What follows belongs to an exercise in optimizing a design on an open flow for small area, a short achievable clock period and few clock cycles per item; a production flow would make more cautious choices. Function was checked by simulation only, so behaviour that the tests miss may differ from the original. No activity file was given, so power comes from the tool's default toggle rates.

**design/flow/design.v**
```verilog
package rac_pkg;
	localparam int COORD_W = 11;
	localparam int REG_W   = 12;
	localparam int EXT_W   = 11;
	localparam int COLOR_W = 8;
	localparam int SUM_W   = 30;
	localparam int CNT_W   = 23;
	localparam int MAX_FRAME_WIDTH  = 2048;
	localparam int MAX_FRAME_HEIGHT = 2048;
	localparam logic [CNT_W-1:0] TALLY_CAP = CNT_W'(4194304);
	localparam int QUEUE_DEPTH = 4;
	localparam int QPTR_W      = $clog2(QUEUE_DEPTH);
	localparam logic [1:0] REG_LEFT   = 2'd0;
	localparam logic [1:0] REG_TOP    = 2'd1;
	localparam logic [1:0] REG_WIDTH  = 2'd2;
	localparam logic [1:0] REG_HEIGHT = 2'd3;
	typedef struct packed {
		logic signed [REG_W-1:0] left;
		logic signed [REG_W-1:0] top;
		logic [EXT_W-1:0]        width;
		logic [EXT_W-1:0]        height;
	} cfg_t;
	typedef struct packed {
		logic               in_region;
		logic               last;
		logic [COLOR_W-1:0] red;
		logic [COLOR_W-1:0] green;
		logic [COLOR_W-1:0] blue;
	} item_t;
	typedef struct packed {
		logic [SUM_W-1:0] red_sum;
		logic [SUM_W-1:0] green_sum;
		logic [SUM_W-1:0] blue_sum;
		logic [CNT_W-1:0] tally;
	} totals_t;
endpackage
module rac_front (
	input  rac_pkg::cfg_t               cfg,
	input  logic               pixel_valid,
	output logic               pixel_ready,
	input  logic [rac_pkg::COORD_W-1:0] pixel_x,
	input  logic [rac_pkg::COORD_W-1:0] pixel_y,
	input  logic [rac_pkg::COLOR_W-1:0] pixel_blue,
	input  logic [rac_pkg::COLOR_W-1:0] pixel_green,
	input  logic [rac_pkg::COLOR_W-1:0] pixel_red,
	input  logic               last_pixel,
	input  logic               q_full,
	output logic               push,
	output rac_pkg::item_t              item
);
	localparam logic [13:0] FRAME_W_LIM = 14'(rac_pkg::MAX_FRAME_WIDTH);
	localparam logic [13:0] FRAME_H_LIM = 14'(rac_pkg::MAX_FRAME_HEIGHT);
	logic [rac_pkg::COORD_W-1:0] lo_x, lo_y;
	logic [rac_pkg::COORD_W:0]   hi_x, hi_y;
	logic               in_x, in_y;
	assign lo_x = cfg.left[rac_pkg::REG_W-1] ? '0 : cfg.left[rac_pkg::COORD_W-1:0];
	assign lo_y = cfg.top[rac_pkg::REG_W-1]  ? '0 : cfg.top[rac_pkg::COORD_W-1:0];
	assign hi_x = {1'b0, lo_x} + {1'b0, cfg.width};
	assign hi_y = {1'b0, lo_y} + {1'b0, cfg.height};
	assign in_x = (pixel_x >= lo_x) && ({1'b0, pixel_x} <= hi_x) &&
		({3'b000, pixel_x} < FRAME_W_LIM);
	assign in_y = (pixel_y >= lo_y) && ({1'b0, pixel_y} <= hi_y) &&
		({3'b000, pixel_y} < FRAME_H_LIM);
	assign pixel_ready = !q_full;
	assign push        = pixel_valid && !q_full;
	always_comb begin
		item.in_region = in_x && in_y;
		item.last      = last_pixel;
		item.red       = pixel_red;
		item.green     = pixel_green;
		item.blue      = pixel_blue;
	end
endmodule
module rac_queue (
	input  logic  clk,
	input  logic  arst_n,
	input  logic  push,
	input  rac_pkg::item_t push_item,
	input  logic  pop,
	output rac_pkg::item_t head,
	output logic  full,
	output logic  empty
);
	localparam int ITEM_W = 3 * rac_pkg::COLOR_W + 2;   
	logic [ITEM_W-1:0]           mem_q [rac_pkg::QUEUE_DEPTH];
	logic [rac_pkg::QPTR_W-1:0]  wr_ptr_q, rd_ptr_q;
	logic [rac_pkg::QPTR_W:0]    count_q;
	assign full  = (count_q == (rac_pkg::QPTR_W+1)'(rac_pkg::QUEUE_DEPTH));
	assign empty = (count_q == '0);
	assign head  = mem_q[rd_ptr_q];
	always_ff @(posedge clk) begin
		if (push) begin
			mem_q[wr_ptr_q] <= push_item;
		end
	end
	always_ff @(posedge clk or negedge arst_n) begin
		if (!arst_n) begin
			wr_ptr_q <= '0;
			rd_ptr_q <= '0;
			count_q  <= '0;
		end else begin
			if (push) begin
				wr_ptr_q <= wr_ptr_q + 1'b1;
			end
			if (pop) begin
				rd_ptr_q <= rd_ptr_q + 1'b1;
			end
			case ({push, pop})
				2'b10:   count_q <= count_q + 1'b1;
				2'b01:   count_q <= count_q - 1'b1;
				default: count_q <= count_q;
			endcase
		end
	end
endmodule
module rac_accum (
	input  logic    clk,
	input  logic    arst_n,
	input  logic    q_empty,
	input  rac_pkg::item_t   head,
	output logic    pop,
	input  logic    div_ready,
	output logic    frame_valid,
	output rac_pkg::totals_t frame
);
	rac_pkg::totals_t acc_q;
	logic    add;
	assign pop = !q_empty && (!head.last || div_ready);
	assign add = head.in_region && (acc_q.tally < rac_pkg::TALLY_CAP);
	always_comb begin
		frame.red_sum   = acc_q.red_sum   + (add ? rac_pkg::SUM_W'(head.red)   : '0);
		frame.green_sum = acc_q.green_sum + (add ? rac_pkg::SUM_W'(head.green) : '0);
		frame.blue_sum  = acc_q.blue_sum  + (add ? rac_pkg::SUM_W'(head.blue)  : '0);
		frame.tally     = acc_q.tally     + (add ? rac_pkg::CNT_W'(1)          : '0);
	end
	assign frame_valid = pop && head.last;
	always_ff @(posedge clk or negedge arst_n) begin
		if (!arst_n) begin
			acc_q <= '0;
		end else if (pop) begin
			acc_q <= head.last ? '0 : frame;
		end
	end
endmodule
module rac_div (
	input  logic       clk,
	input  logic       arst_n,
	input  logic       start,
	input  rac_pkg::totals_t    frame,
	output logic       ready,
	output logic       mean_valid,
	input  logic       mean_ready,
	output logic [rac_pkg::COLOR_W-1:0] mean_red,
	output logic [rac_pkg::COLOR_W-1:0] mean_green,
	output logic [rac_pkg::COLOR_W-1:0] mean_blue,
	output logic [rac_pkg::CNT_W-1:0]   inside_count,
	output logic               region_empty
);
	typedef enum logic [1:0] {IDLE, RUN, HOLD} state_t;
	state_t                         state_q;
	logic [2:0][rac_pkg::SUM_W-1:0]          rem_q;
	logic [2:0][rac_pkg::SUM_W-1:0]          rem_n;
	logic [2:0]                     ge;
	logic [rac_pkg::SUM_W-1:0]               divisor_q;
	logic [2:0][rac_pkg::COLOR_W-1:0]        quo_q;
	logic [$clog2(rac_pkg::COLOR_W)-1:0]     step_q;
	logic [rac_pkg::CNT_W-1:0]               count_q;
	logic                           empty_q;
	always_comb begin
		for (int c = 0; c < 3; c++) begin
			ge[c]    = (rem_q[c] >= divisor_q);
			rem_n[c] = ge[c] ? rem_q[c] - divisor_q : rem_q[c];
		end
	end
	assign ready        = (state_q == IDLE);
	assign mean_valid   = (state_q == HOLD);
	assign mean_red     = quo_q[0];
	assign mean_green   = quo_q[1];
	assign mean_blue    = quo_q[2];
	assign inside_count = count_q;
	assign region_empty = empty_q;
	always_ff @(posedge clk or negedge arst_n) begin
		if (!arst_n) begin
			state_q   <= IDLE;
			rem_q     <= '0;
			divisor_q <= '0;
			quo_q     <= '0;
			step_q    <= '0;
			count_q   <= '0;
			empty_q   <= 1'b0;
		end else begin
			case (state_q)
				IDLE: begin
					if (start) begin
						count_q <= frame.tally;
						quo_q   <= '0;
						if (frame.tally == '0) begin
							empty_q <= 1'b1;
							state_q <= HOLD;
						end else begin
							empty_q   <= 1'b0;
							rem_q     <= {frame.blue_sum, frame.green_sum, frame.red_sum};
							divisor_q <= {frame.tally, {(rac_pkg::SUM_W-rac_pkg::CNT_W){1'b0}}};
							step_q    <= '1;
							state_q   <= RUN;
						end
					end
				end
				RUN: begin
					rem_q     <= rem_n;
					divisor_q <= divisor_q >> 1;
					for (int c = 0; c < 3; c++) begin
						quo_q[c] <= {quo_q[c][rac_pkg::COLOR_W-2:0], ge[c]};
					end
					step_q <= step_q - 1'b1;
					if (step_q == '0) begin
						state_q <= HOLD;
					end
				end
				HOLD: begin
					if (mean_ready) begin
						state_q <= IDLE;
					end
				end
				default: state_q <= IDLE;
			endcase
		end
	end
endmodule
module region_average_color_core (
	input  logic       clk,
	input  logic       arst_n,
	input  logic       cfg_wr_en,
	input  logic [1:0] cfg_index,
	input  logic [11:0] cfg_data,
	input  logic        pixel_valid,
	output logic        pixel_ready,
	input  logic [10:0] pixel_x,
	input  logic [10:0] pixel_y,
	input  logic [7:0]  pixel_blue,
	input  logic [7:0]  pixel_green,
	input  logic [7:0]  pixel_red,
	input  logic        last_pixel,
	output logic        mean_valid,
	input  logic        mean_ready,
	output logic [7:0]  mean_red,
	output logic [7:0]  mean_green,
	output logic [7:0]  mean_blue,
	output logic [22:0] inside_count,
	output logic        region_empty
);
	rac_pkg::cfg_t    cfg_q;
	logic    push, pop, q_full, q_empty;
	rac_pkg::item_t   push_item, head;
	logic    div_ready, frame_valid;
	rac_pkg::totals_t frame;
	always_ff @(posedge clk or negedge arst_n) begin
		if (!arst_n) begin
			cfg_q <= '0;
		end else if (cfg_wr_en) begin
			case (cfg_index)
				rac_pkg::REG_LEFT:   cfg_q.left   <= cfg_data;
				rac_pkg::REG_TOP:    cfg_q.top    <= cfg_data;
				rac_pkg::REG_WIDTH:  cfg_q.width  <= cfg_data[rac_pkg::EXT_W-1:0];
				rac_pkg::REG_HEIGHT: cfg_q.height <= cfg_data[rac_pkg::EXT_W-1:0];
				default:    cfg_q        <= cfg_q;
			endcase
		end
	end
	rac_front u_front (
		.cfg      (cfg_q),
		.pixel_valid (pixel_valid),
		.pixel_ready (pixel_ready),
		.pixel_x     (pixel_x),
		.pixel_y     (pixel_y),
		.pixel_blue  (pixel_blue),
		.pixel_green (pixel_green),
		.pixel_red   (pixel_red),
		.last_pixel  (last_pixel),
		.q_full   (q_full),
		.push     (push),
		.item     (push_item)
	);
	rac_queue u_queue (
		.clk       (clk),
		.arst_n    (arst_n),
		.push      (push),
		.push_item (push_item),
		.pop       (pop),
		.head      (head),
		.full      (q_full),
		.empty     (q_empty)
	);
	rac_accum u_accum (
		.clk         (clk),
		.arst_n      (arst_n),
		.q_empty     (q_empty),
		.head        (head),
		.pop         (pop),
		.div_ready   (div_ready),
		.frame_valid (frame_valid),
		.frame       (frame)
	);
	rac_div u_div (
		.clk      (clk),
		.arst_n   (arst_n),
		.start    (frame_valid),
		.frame    (frame),
		.ready    (div_ready),
		.mean_valid   (mean_valid),
		.mean_ready   (mean_ready),
		.mean_red     (mean_red),
		.mean_green   (mean_green),
		.mean_blue    (mean_blue),
		.inside_count (inside_count),
		.region_empty (region_empty)
	);
endmodule
```
**design/flow/run.sh**
```bash
#!/bin/bash
# synth_recipe.tcl (not shown) runs the flow's synth.tcl, then flattens the netlist and writes it again
# the make line also repeats each setting of config.mk as NAME=value (left out here)
make -C /OpenROAD-flow-scripts/flow DESIGN_CONFIG=/design/flow/config.mk WORK_HOME=/design/flow/orfs CLKGATE_MAP_FILE= SYNTH_SCRIPT=/design/flow/synth_recipe.tcl finish
```
**design/flow/config.mk**
```make
export PLATFORM = sky130hd
export DESIGN_NAME = region_average_color_core
export DESIGN_NICKNAME = region_average_color_core
export VERILOG_FILES = /design/flow/design.v
export SDC_FILE = /design/flow/constraint.sdc
export NUM_CORES = 4
export LEC_CHECK = 0
export CAP_MARGIN = 20
export CORE_MARGIN = 2
export CORE_UTILIZATION = 40
export SLEW_MARGIN = 20
```
**design/flow/constraint.sdc**
```tcl
create_clock -name core_clock -period 6.0 [get_ports {clk}]
set_input_delay 1.2000 -clock core_clock [delete_from_list [all_inputs] [get_ports {clk}]]
set_output_delay 1.2000 -clock core_clock [all_outputs]
set_load 0.01 [all_outputs]
```
==> flow_metrics.py <==
metrics = {
    "status": {
        "status": "timing/DRC/antenna clean",
    },
    "finish": {
        "num-fill-cells": 6254,
        "diodes": 0,
        "most-common-layout-cells": "dfrtp_1, nand2_1, o21ai_0, a21oi_1, ha_1",
        "drive_above_1_share_pct": 7.67,
        "nets": 3141,
        "syn2layout_area_growth_pct": 13.9,
        "layout_commonest_cell": "dfrtp_1",
    },
    "setup_path": {
        "crit_start": "u_queue.rd_ptr_q[0]$_DFFE_PN0P_",
        "cp.arrival_ns": 5.63,
        "reg2reg_from": "u_queue.rd_ptr_q[0]$_DFFE_PN0P_",
        "startpoint_type": "flop",
        "cp.required_ns": 6.51,
        "r2r-end": "u_div.rem_q[68]$_DFFE_PN0P_",
        "endpoint_kind": "flop",
        "cp_max_fo": 25,
        "ff2ff_path_depth": 15,
        "reg2reg_setup_slack_ns": 0.88,
        "path_class": "flop to flop",
    },
    "sta": {
        "clock_skew_ns": 0.0405,
        "worst-slew-pin-transition_ns": 1.08,
        "period_needed_ns": 5.12,
        "maxSlewViolCount": 0,
        "slew_headroom_pct": 26.0,
        "finalSetupViolations": 0,
        "timing.fmax_mhz": 195,
        "min_period_over_period_pct": 85.3,
        "rsz0062_at_grt": "no",
        "finalHoldViolCount": 0,
        "fin_setup_tns_ns": 0,
    },
    "cts": {
        "holdBufCountCts": 0,
        "clock-sinks": 443,
        "cts_setup_buffers": 0,
        "cts_root_buf": "clkbuf_16",
        "htree_levels": 2,
        "clk_pin_slew_worst_paths_ns": 0.06,
        "clk_latency_ns": 0.63,
        "clockBufferDepth": 3,
        "cts_buffers": 52,
        "cts_resized": 0,
        "cts_tree": "done",
    },
    "logic_synthesis": {
        "synth_area_per_cell_um2": 9.58,
        "synth_edf_count": 104,
        "ys_ff_latch": 443,
        "syn_inst": 2834,
        "synth_warnings": 5,
        "ys_seq_area_share_pct": 42.8,
        "synthArstFlopShare_pct": 76.5,
        "ys.flop_type": "dfrtp_1",
        "netlist_area_um2": 27100,
        "syn_nets": 3098,
        "synthDistinctLibCells": 73,
    },
    "worst_hold_path": {
        "min_path_cells": 1,
        "hold_path_startpoint": "u_div.count_q[22]$_DFFE_PN0P_",
        "hold_end": "u_div.count_q[22]$_DFFE_PN0P_",
        "hold_class": "flop to flop",
    },
    "floorplan": {
        "die_x_um": 265,
        "start_util_pct": 40.4,
        "io_pins": 116,
        "fp.dieH_um": 265,
        "row_count": 95,
        "core_area_um2": 67200,
        "dieArea_um2": 70000,
    },
    "global_routing": {
        "grt_pass1_vias": 20977,
        "grt_start_max_net_pins": 146,
        "track_usage_pct": 19.8,
        "antenna_found_initial": 1,
        "grt_pass1_wl_mm": 112,
        "grt-ovfl-total": 0,
    },
    "power_and_ir_drop": {
        "power_density_nw_per_um2": 606,
        "seq_power_share_pct": 23.4,
        "switching_share_pct": 45.2,
        "p_total_w": 0.0187,
        "p_leak_nw": 13.3,
        "vdd_drop_max_mv": 0.483,
        "combPwrFrac_pct": 58.6,
        "p_int_w": 0.0103,
        "p_switching_w": 0.00847,
        "clkPwrFrac_pct": 18.0,
    },
    "detailed_routing": {
        "vias": 21304,
        "wl_per_cell_um": 18.4,
        "drcViolationCount": 0,
        "drt-pass1-iter-count": 5,
        "viasPerCell": 5.62,
        "routed_wl_mm": 69.6,
        "drtIter0Drc": 1472,
        "postRouteAntennaNets": 0,
    },
    "job": {
        "drv_cap": 0,
    },
    "place": {
        "numPortBuffers": 115,
        "dpl.hpwl_mm": 49.4,
        "gp_congestion": 0.883,
    },
}
-- synth_stat cells, drive strengths merged, types with 9 or more instances --
| library cell | count | area (um2) |
|---|---|---|
| a211oi | 19 | 143 |
| a21o | 79 | 593 |
| a21oi | 193 | 966 |
| a22o | 45 | 394 |
| a31oi | 40 | 250 |
| and2 | 11 | 68.8 |
| and3 | 37 | 231 |
| and4 | 17 | 149 |
| buf | 27 | 125 |
| clkbuf | 121 | 455 |
| dfrtp | 339 | 8480 |
| edfxtp | 104 | 3120 |
| fa | 9 | 180 |
| ha | 189 | 2360 |
| inv | 119 | 447 |
| mux2 | 62 | 698 |
| mux4 | 26 | 586 |
| nand2 | 301 | 1130 |
| nand2b | 53 | 332 |
| nand3 | 68 | 340 |
| nand4 | 35 | 225 |
| nor2 | 176 | 661 |
| nor2b | 53 | 332 |
| nor3 | 23 | 138 |
| nor4 | 11 | 81.3 |
| o211ai | 39 | 293 |
| o21a | 20 | 150 |
| o21ai | 289 | 1450 |
| o21bai | 12 | 90.1 |
| o22ai | 10 | 62.6 |
| o31ai | 24 | 180 |
| or3 | 10 | 62.6 |
| xnor2 | 107 | 937 |
| xor2 | 84 | 736 |
-- final cells by class --
type                    count  area [um2]  area share (%)
clock inverters            36         444            1.44
repair buffers            137        1360            4.40
inverters                 120         450            1.46
well taps                 873        1090            3.53
multi-input cells        2123       14600            47.1
flip-flops and latches    443       11600            37.5
clock buffers              62        1400            4.52
-- per-stage QoR --
| step | utilization, % | hold WS, ns | instances | setup WS, ns | area, um2 |
|---|---|---|---|---|---|
| 6_report | 46.0 | 0.483 | 3794 | 0.881 | 30900 |
| 4_1_cts | 46.0 | 0.487 | 3793 | 0.885 | 30900 |
| 2_1_floorplan | - | 0.454 | 2834 | 1.01 | 27100 |
| 3_5_place_dp | 43.3 | 0.469 | 3695 | 0.891 | 29100 |
| 5_1_grt | 46.0 | 0.504 | 3794 | 0.482 | 30900 |
| 3_3_place_gp | 43.3 | 0.466 | 3695 | 0.992 | 29100 |
-- power groups by stage --
stage	Combinational [W]	Sequential, W	Clock [W]
floorplan	0.00827	0.00430	0
global placement	0.0107	0.00440	0
detailed placement	0.0109	0.00444	0
CTS	0.0110	0.00439	0.00346
global route	0.0123	0.00447	0.00359
finish	0.0110	0.00439	0.00338
-- worst max-delay path, cell delays in order (launching register included) --
cell,delay [ns]
dfrtp_2,0.40
mux4_2,0.40
nand2b_1,0.10
inv_1,0.06
ha_1,0.22
ha_1,0.32
nand3_1,0.25
nor4_2,0.62
nor2_1,0.08
nor3_1,0.18
a21oi_1,0.07
and4b_1,0.28
a21o_1,0.36
nor3_4,0.89
buf_4,0.41
mux2_1,0.34
-- kinds of logic after synthesis --
| kind of cell | synth area share [%] |
|---|---|
| xor+xnor | 6.16 |
| simple gates | 14.4 |
| mux | 4.80 |
| flops | 42.8 |
| fa+ha+maj | 9.38 |
| buf+inv | 3.80 |
| compound gates | 18.7 |
-- worst max path at each step --
| stage | end | slack (ns) | depth (start not counted) |
|---|---|---|---|
| after floorplan | u_div.rem_q[15]$_DFFE_PN0P_ | 1.01 | 20 |
| after global placement | u_div.rem_q[68]$_DFFE_PN0P_ | 0.99 | 15 |
| final | u_div.rem_q[68]$_DFFE_PN0P_ | 0.88 | 15 |
| after CTS | u_div.rem_q[68]$_DFFE_PN0P_ | 0.89 | 15 |
| after global routing | u_div.rem_q[68]$_DFFE_PN0P_ | 0.48 | 15 |
| after detailed placement | u_div.rem_q[68]$_DFFE_PN0P_ | 0.89 | 15 |
-- registers in the layout, indices dropped and copies added (netlist names) --
register / flops
u_div.count_q: 23
u_div.empty_q: 1
u_queue.mem_q: 104
u_queue.rd_ptr_q: 2
u_div.divisor_q: 30
u_div.quo_q: 24
u_div.rem_q: 90
u_queue.count_q: 3
u_accum.acc_q: 113
u_queue.wr_ptr_q: 2
u_div.step_q: 3
cfg_q: 46
u_div.state_q: 2
-- layer usage --
layer / GRT usage, % / vias up / share of wire, %
li1: - / 10307 / -
met1: 27.0 / 10439 / 46
met2: 32.9 / 452 / 47
met3: 2.29 / 104 / 3.9
met4: 6.45 / 2 / 2.8
met5: 0 / - / 0.026
Testbench counts, summed over its fixed seeds: cycles 217,725, pixels 216,409.

==> afterwards: timing with drivers on the ports <==
No port has a modelled driver above. Below, the same layout with a new extraction and two added sets of constraints.
Step 1, drivers: a clkbuf_16 drives clk and a buf_2 each remaining input, both assumed.
Step 2, shift: input delay + t, output delay - t, t = (earliest + latest rising clock arrival at the registers) / 2. This alone moves slack from input paths to output paths.
a / b / c = ideal / step 1 / step 2; a / b = the first two.
t (ns): 0.665
setup WS [ns]: 0.881 / 0.882 / 0.882
worst data-port slew with drivers (ns): 0.05
After both steps setup and hold are still met in this run. For this run, drivers alone change the setup slack by +0.001 ns; drivers and shift together by +0.001 ns.
